Background: an optimization exercise with open tools, aiming at small area, a short achievable clock period and few clock cycles. Do not read the settings as production practice. Function was checked by simulation only, so behaviour that the tests miss may differ from the original.

==> 07-28 <==
==> flow/design.v <==
module work_stealing_deque_top #(
    parameter int DEPTH  = 64,
    parameter int TASK_W = 32,    
    parameter int ACT_W  = 3      
) (
    input  logic                       i_clk,
    input  logic                       i_rst_n,
    input  logic                       i_valid,
    output logic                       o_ready,
    input  logic [ACT_W-1:0]  i_action,
    input  logic [TASK_W-1:0] i_task_req,
    output logic                       o_valid,
    input  logic                       i_ready,
    output logic                       o_ok,
    output logic [TASK_W-1:0] o_task_out,
    output logic [$clog2(DEPTH):0]     o_count,
    output logic                       o_is_empty,
    output logic                       o_is_full
);
    localparam logic [ACT_W-1:0] ACT_PUSH  = 3'd0;
    localparam logic [ACT_W-1:0] ACT_POP   = 3'd1;
    localparam logic [ACT_W-1:0] ACT_STEAL = 3'd2;
    localparam logic [ACT_W-1:0] ACT_PEEK  = 3'd3;
    localparam logic [ACT_W-1:0] ACT_CLEAR = 3'd4;
    localparam int AW = $clog2(DEPTH);
    localparam int PW = AW + 1;
    localparam int RW = 1 + TASK_W + PW + 2;    
    logic [TASK_W-1:0] r_mem [DEPTH];
    logic [AW-1:0] r_front, r_back, r_bm1;
    logic [PW-1:0] r_cnt;
    logic          r_empty, r_full;
    logic          r_ov, r_sv, r_rdy;
    logic [RW-1:0] r_o, r_s;
    logic          w_acc, w_free;
    logic          w_push, w_pop, w_steal, w_peek, w_clear;
    logic          w_ok, w_rd_back, w_rd_front;
    logic [TASK_W-1:0] w_front_data, w_back_data, w_task;
    logic [PW-1:0] w_cnt;
    logic [RW-1:0] w_res;
    assign o_ready = r_rdy;
    assign w_acc   = i_valid & r_rdy;
    assign w_free  = ~r_ov | i_ready;
    assign w_push  = (i_action == ACT_PUSH) & ~r_full;
    assign w_pop   = (i_action == ACT_POP) & ~r_empty;
    assign w_steal = (i_action == ACT_STEAL) & ~r_empty;
    assign w_peek  = (i_action == ACT_PEEK) & ~r_empty;
    assign w_clear = (i_action == ACT_CLEAR);
    assign w_ok       = w_push | w_pop | w_steal | w_peek | w_clear;
    assign w_rd_back  = w_pop;
    assign w_rd_front = w_steal | w_peek;
    assign w_front_data = r_mem[r_front];
    assign w_back_data  = r_mem[r_bm1];
    assign w_task = ({TASK_W{w_rd_back}} & w_back_data) |
                    ({TASK_W{w_rd_front}} & w_front_data);
    always_comb begin
        if (w_clear)                w_cnt = '0;
        else if (w_push)            w_cnt = r_cnt + PW'(1);
        else if (w_pop | w_steal)   w_cnt = r_cnt - PW'(1);
        else                        w_cnt = r_cnt;
    end
    assign w_res = {w_ok, w_task, w_cnt, (w_cnt == '0), (w_cnt == PW'(DEPTH))};
    always_ff @(posedge i_clk) begin
        if (!r_full) begin
            r_mem[r_back] <= i_task_req;
        end
    end
    always_ff @(posedge i_clk) begin
        if (!i_rst_n) begin
            r_front <= '0;
            r_back  <= '0;
            r_bm1   <= '1;
            r_cnt   <= '0;
            r_empty <= 1'b1;
            r_full  <= 1'b0;
        end else if (w_acc) begin
            if (w_clear) begin
                r_front <= '0;
                r_back  <= '0;
                r_bm1   <= '1;
            end else if (w_push) begin
                r_back  <= r_back + AW'(1);
                r_bm1   <= r_bm1 + AW'(1);
            end else if (w_pop) begin
                r_back  <= r_back - AW'(1);
                r_bm1   <= r_bm1 - AW'(1);
            end else if (w_steal) begin
                r_front <= r_front + AW'(1);
            end
            r_cnt   <= w_cnt;
            r_empty <= (w_cnt == '0);
            r_full  <= (w_cnt == PW'(DEPTH));
        end
    end
    always_ff @(posedge i_clk) begin
        if (!i_rst_n) begin
            r_ov  <= 1'b0;
            r_sv  <= 1'b0;
            r_rdy <= 1'b1;
        end else if (r_sv) begin
            if (i_ready) begin
                r_sv  <= 1'b0;
                r_rdy <= 1'b1;
            end
        end else if (w_acc) begin
            if (w_free) begin
                r_ov <= 1'b1;
            end else begin
                r_sv  <= 1'b1;
                r_rdy <= 1'b0;
            end
        end else if (i_ready) begin
            r_ov <= 1'b0;
        end
    end
    always_ff @(posedge i_clk) begin
        if (r_sv) begin
            if (i_ready) r_o <= r_s;
        end else if (w_acc) begin
            if (w_free) r_o <= w_res;
            else        r_s <= w_res;
        end
    end
    assign o_valid = r_ov;
    assign {o_ok, o_task_out, o_count, o_is_empty, o_is_full} = r_o;
endmodule
==> flow/run.sh <==
#!/bin/bash
# synth_recipe.tcl (not shown) runs the flow's synth.tcl, then flattens the netlist and writes it again
# the make line also repeats each setting of config.mk as NAME=value (left out here)
make -C /OpenROAD-flow-scripts/flow DESIGN_CONFIG=/design/flow/config.mk WORK_HOME=/design/flow/orfs CLKGATE_MAP_FILE= SYNTH_SCRIPT=/design/flow/synth_recipe.tcl finish
==> flow/config.mk <==
export PLATFORM = sky130hd
export DESIGN_NAME = work_stealing_deque_top
export DESIGN_NICKNAME = work_stealing_deque_top
export VERILOG_FILES = /design/flow/design.v
export SDC_FILE = /design/flow/constraint.sdc
export NUM_CORES = 4
export LEC_CHECK = 0
export CAP_MARGIN = 20
export CORE_MARGIN = 2
export CORE_UTILIZATION = 50
export SETUP_SLACK_MARGIN = 2.0
export SLEW_MARGIN = 20
==> flow/constraint.sdc <==
create_clock -name core_clock -period 5.5 [get_ports {i_clk}]
set_input_delay 1.1000 -clock core_clock [delete_from_list [all_inputs] [get_ports {i_clk}]]
set_output_delay 1.1000 -clock core_clock [all_outputs]
set_load 0.01 [all_outputs]
==> inputs of 01-21, as changes to 07-28 <==
==> flow/design.v (replaced) <==
module work_stealing_deque_top #(
    parameter int DEPTH  = 64,
    parameter int TASK_W = 32,    
    parameter int ACT_W  = 3      
) (
    input  logic                       i_clk,
    input  logic                       i_rst_n,
    input  logic                       i_valid,
    output logic                       o_ready,
    input  logic [ACT_W-1:0]  i_action,
    input  logic [TASK_W-1:0] i_task_req,
    output logic                       o_valid,
    input  logic                       i_ready,
    output logic                       o_ok,
    output logic [TASK_W-1:0] o_task_out,
    output logic [$clog2(DEPTH):0]     o_count,
    output logic                       o_is_empty,
    output logic                       o_is_full
);
    localparam logic [ACT_W-1:0] ACT_PUSH  = 3'd0;
    localparam logic [ACT_W-1:0] ACT_POP   = 3'd1;
    localparam logic [ACT_W-1:0] ACT_STEAL = 3'd2;
    localparam logic [ACT_W-1:0] ACT_PEEK  = 3'd3;
    localparam logic [ACT_W-1:0] ACT_CLEAR = 3'd4;
    localparam int AW = $clog2(DEPTH);
    localparam int PW = AW + 1;
    localparam int LW = 8;               
    localparam int HW = DEPTH / LW;      
    logic [TASK_W-1:0] r_mem [DEPTH];
    logic [HW-1:0] r_f_hi, r_b_hi;       
    logic [LW-1:0] r_f_lo, r_b_lo;
    logic [HW-1:0] w_w_hi;               
    logic [LW-1:0] w_w_lo;
    logic [PW-1:0] r_cnt;
    logic          r_empty, r_full;
    logic              r_ov;
    logic              r_o_ok;
    logic [TASK_W-1:0] r_o_task;
    logic [PW-1:0]     r_o_cnt;
    logic              r_o_empty, r_o_full;
    logic          w_acc;
    logic          w_push, w_pop, w_steal, w_peek, w_clear;
    logic          w_ok, w_rd_back, w_rd_front;
    logic [DEPTH-1:0]  w_sel;
    logic [TASK_W-1:0] w_task;
    logic [PW-1:0] w_cnt;
    assign o_ready = ~r_ov | i_ready;
    assign w_acc   = i_valid & o_ready;
    assign w_push  = (i_action == ACT_PUSH) & ~r_full;
    assign w_pop   = (i_action == ACT_POP) & ~r_empty;
    assign w_steal = (i_action == ACT_STEAL) & ~r_empty;
    assign w_peek  = (i_action == ACT_PEEK) & ~r_empty;
    assign w_clear = (i_action == ACT_CLEAR);
    assign w_ok       = w_push | w_pop | w_steal | w_peek | w_clear;
    assign w_rd_back  = w_pop;
    assign w_rd_front = w_steal | w_peek;
    logic [DEPTH*TASK_W-1:0] w_mem_flat;
    always_comb begin
        for (int i = 0; i < DEPTH; i++) begin
            w_sel[i] = (w_rd_back  & r_b_hi[i / LW] & r_b_lo[i % LW]) |
                       (w_rd_front & r_f_hi[i / LW] & r_f_lo[i % LW]);
            w_mem_flat[i*TASK_W +: TASK_W] = r_mem[i];
        end
    end
    wsd_read_mux #(.N(DEPTH), .W(TASK_W)) u_rd (
        .i_sel  (w_sel),
        .i_data (w_mem_flat),
        .o_data (w_task)
    );
    always_comb begin
        if (w_clear)                w_cnt = '0;
        else if (w_push)            w_cnt = r_cnt + PW'(1);
        else if (w_pop | w_steal)   w_cnt = r_cnt - PW'(1);
        else                        w_cnt = r_cnt;
    end
    assign w_w_lo = {r_b_lo[LW-2:0], r_b_lo[LW-1]};
    assign w_w_hi = r_b_lo[LW-1] ? {r_b_hi[HW-2:0], r_b_hi[HW-1]} : r_b_hi;
    always_ff @(posedge i_clk) begin
        for (int i = 0; i < DEPTH; i++) begin
            if (!r_full && w_w_hi[i / LW] && w_w_lo[i % LW]) begin
                r_mem[i] <= i_task_req;
            end
        end
    end
    always_ff @(posedge i_clk) begin
        if (!i_rst_n) begin
            r_f_hi  <= HW'(1);
            r_f_lo  <= LW'(1);
            r_b_hi  <= {1'b1, {(HW-1){1'b0}}};
            r_b_lo  <= {1'b1, {(LW-1){1'b0}}};
            r_cnt   <= '0;
            r_empty <= 1'b1;
            r_full  <= 1'b0;
        end else if (w_acc) begin
            if (w_clear) begin
                r_f_hi  <= HW'(1);
                r_f_lo  <= LW'(1);
                r_b_hi  <= {1'b1, {(HW-1){1'b0}}};
                r_b_lo  <= {1'b1, {(LW-1){1'b0}}};
            end else if (w_push) begin
                r_b_lo <= {r_b_lo[LW-2:0], r_b_lo[LW-1]};
                if (r_b_lo[LW-1]) r_b_hi <= {r_b_hi[HW-2:0], r_b_hi[HW-1]};
            end else if (w_pop) begin
                r_b_lo <= {r_b_lo[0], r_b_lo[LW-1:1]};
                if (r_b_lo[0]) r_b_hi <= {r_b_hi[0], r_b_hi[HW-1:1]};
            end else if (w_steal) begin
                r_f_lo <= {r_f_lo[LW-2:0], r_f_lo[LW-1]};
                if (r_f_lo[LW-1]) r_f_hi <= {r_f_hi[HW-2:0], r_f_hi[HW-1]};
            end
            r_cnt   <= w_cnt;
            r_empty <= (w_cnt == '0);
            r_full  <= (w_cnt == PW'(DEPTH));
        end
    end
    always_ff @(posedge i_clk) begin
        if (!i_rst_n) begin
            r_ov <= 1'b0;
        end else if (w_acc) begin
            r_ov <= 1'b1;
        end else if (i_ready) begin
            r_ov <= 1'b0;
        end
    end
    always_ff @(posedge i_clk) begin
        if (w_acc) begin
            r_o_ok    <= w_ok;
            r_o_task  <= w_task;
            r_o_cnt   <= w_cnt;
            r_o_empty <= (w_cnt == '0);
            r_o_full  <= (w_cnt == PW'(DEPTH));
        end
    end
    assign o_valid    = r_ov;
    assign o_ok       = r_o_ok;
    assign o_task_out = r_o_task;
    assign o_count    = r_o_cnt;
    assign o_is_empty = r_o_empty;
    assign o_is_full  = r_o_full;
endmodule
module wsd_read_mux #(
    parameter int N = 64,
    parameter int W = 32
) (
    input  logic [N-1:0]   i_sel,
    input  logic [N*W-1:0] i_data,
    output logic [W-1:0]   o_data
);
    always_comb begin
        o_data = '0;
        for (int i = 0; i < N; i++) begin
            o_data = o_data | ({W{i_sel[i]}} & i_data[i*W +: W]);
        end
    end
endmodule
CORE_UTILIZATION = 60   (was 50)
CTS_CLUSTER_DIAMETER = 80   (was default)
CTS_CLUSTER_SIZE = 30   (was default)
SETUP_SLACK_MARGIN = 3.2   (was 2.0)
SYNTH_HIERARCHICAL = 1   (was default)
==> run notes <==
- Against 01-21, the fmax of 07-28 is smaller by about 5%.
- Against 07-28, the first-iteration DRC count of 01-21 is lower by 28%.
- Against 01-21, the critical path depth of 07-28 is higher by 1.
- Of 01-21 and 07-28, 07-28 has the higher cell count (gap 29%, measured against 07-28).
- Global-route usage: 01-21 is higher than 07-28 (0.93 points).
- Against 07-28, the sequential cell count of 01-21 is lower by 42.
- Cell area: 01-21 is smaller than 07-28 (about 20%).
Testbench counts of 07-28, summed over its fixed seeds: cycles 12,008.
Testbench counts of 01-21, summed over its fixed seeds: cycles 12,008.

==> port drivers added, routing unchanged <==
Ports are ideal in the flow. The routed layouts listed here were re-timed in OpenROAD. Step 1 assumes that a clkbuf_16 drives the clock port and a buf_2 every other input. Step 2 adds t to the input delays and takes it off the output delays; t is the mean of the earliest and latest rising clock arrival at the registers after step 1. Input paths then give back, and output paths get back, about the clock's delay inside the block. a / b / c = no drivers / after step 1 / after step 2; a / b = the first two.
| run | t (ns) | setup WS [ns] | worst data-port slew with drivers (ns) | cell pins on the clock port's net |
|---|---|---|---|---|
| 07-28 | 0.995 | 1.852 / 1.852 / 1.099 | 0.18 | 1 |
| 01-21 | 0.810 | 2.025 / 2.025 / 1.233 | 0.07 | 1 |
After both steps setup and hold are still met in every run listed. The setup slack of 01-21, which loses most, moves by 0.000 ns with the drivers and by -0.792 ns with both steps.
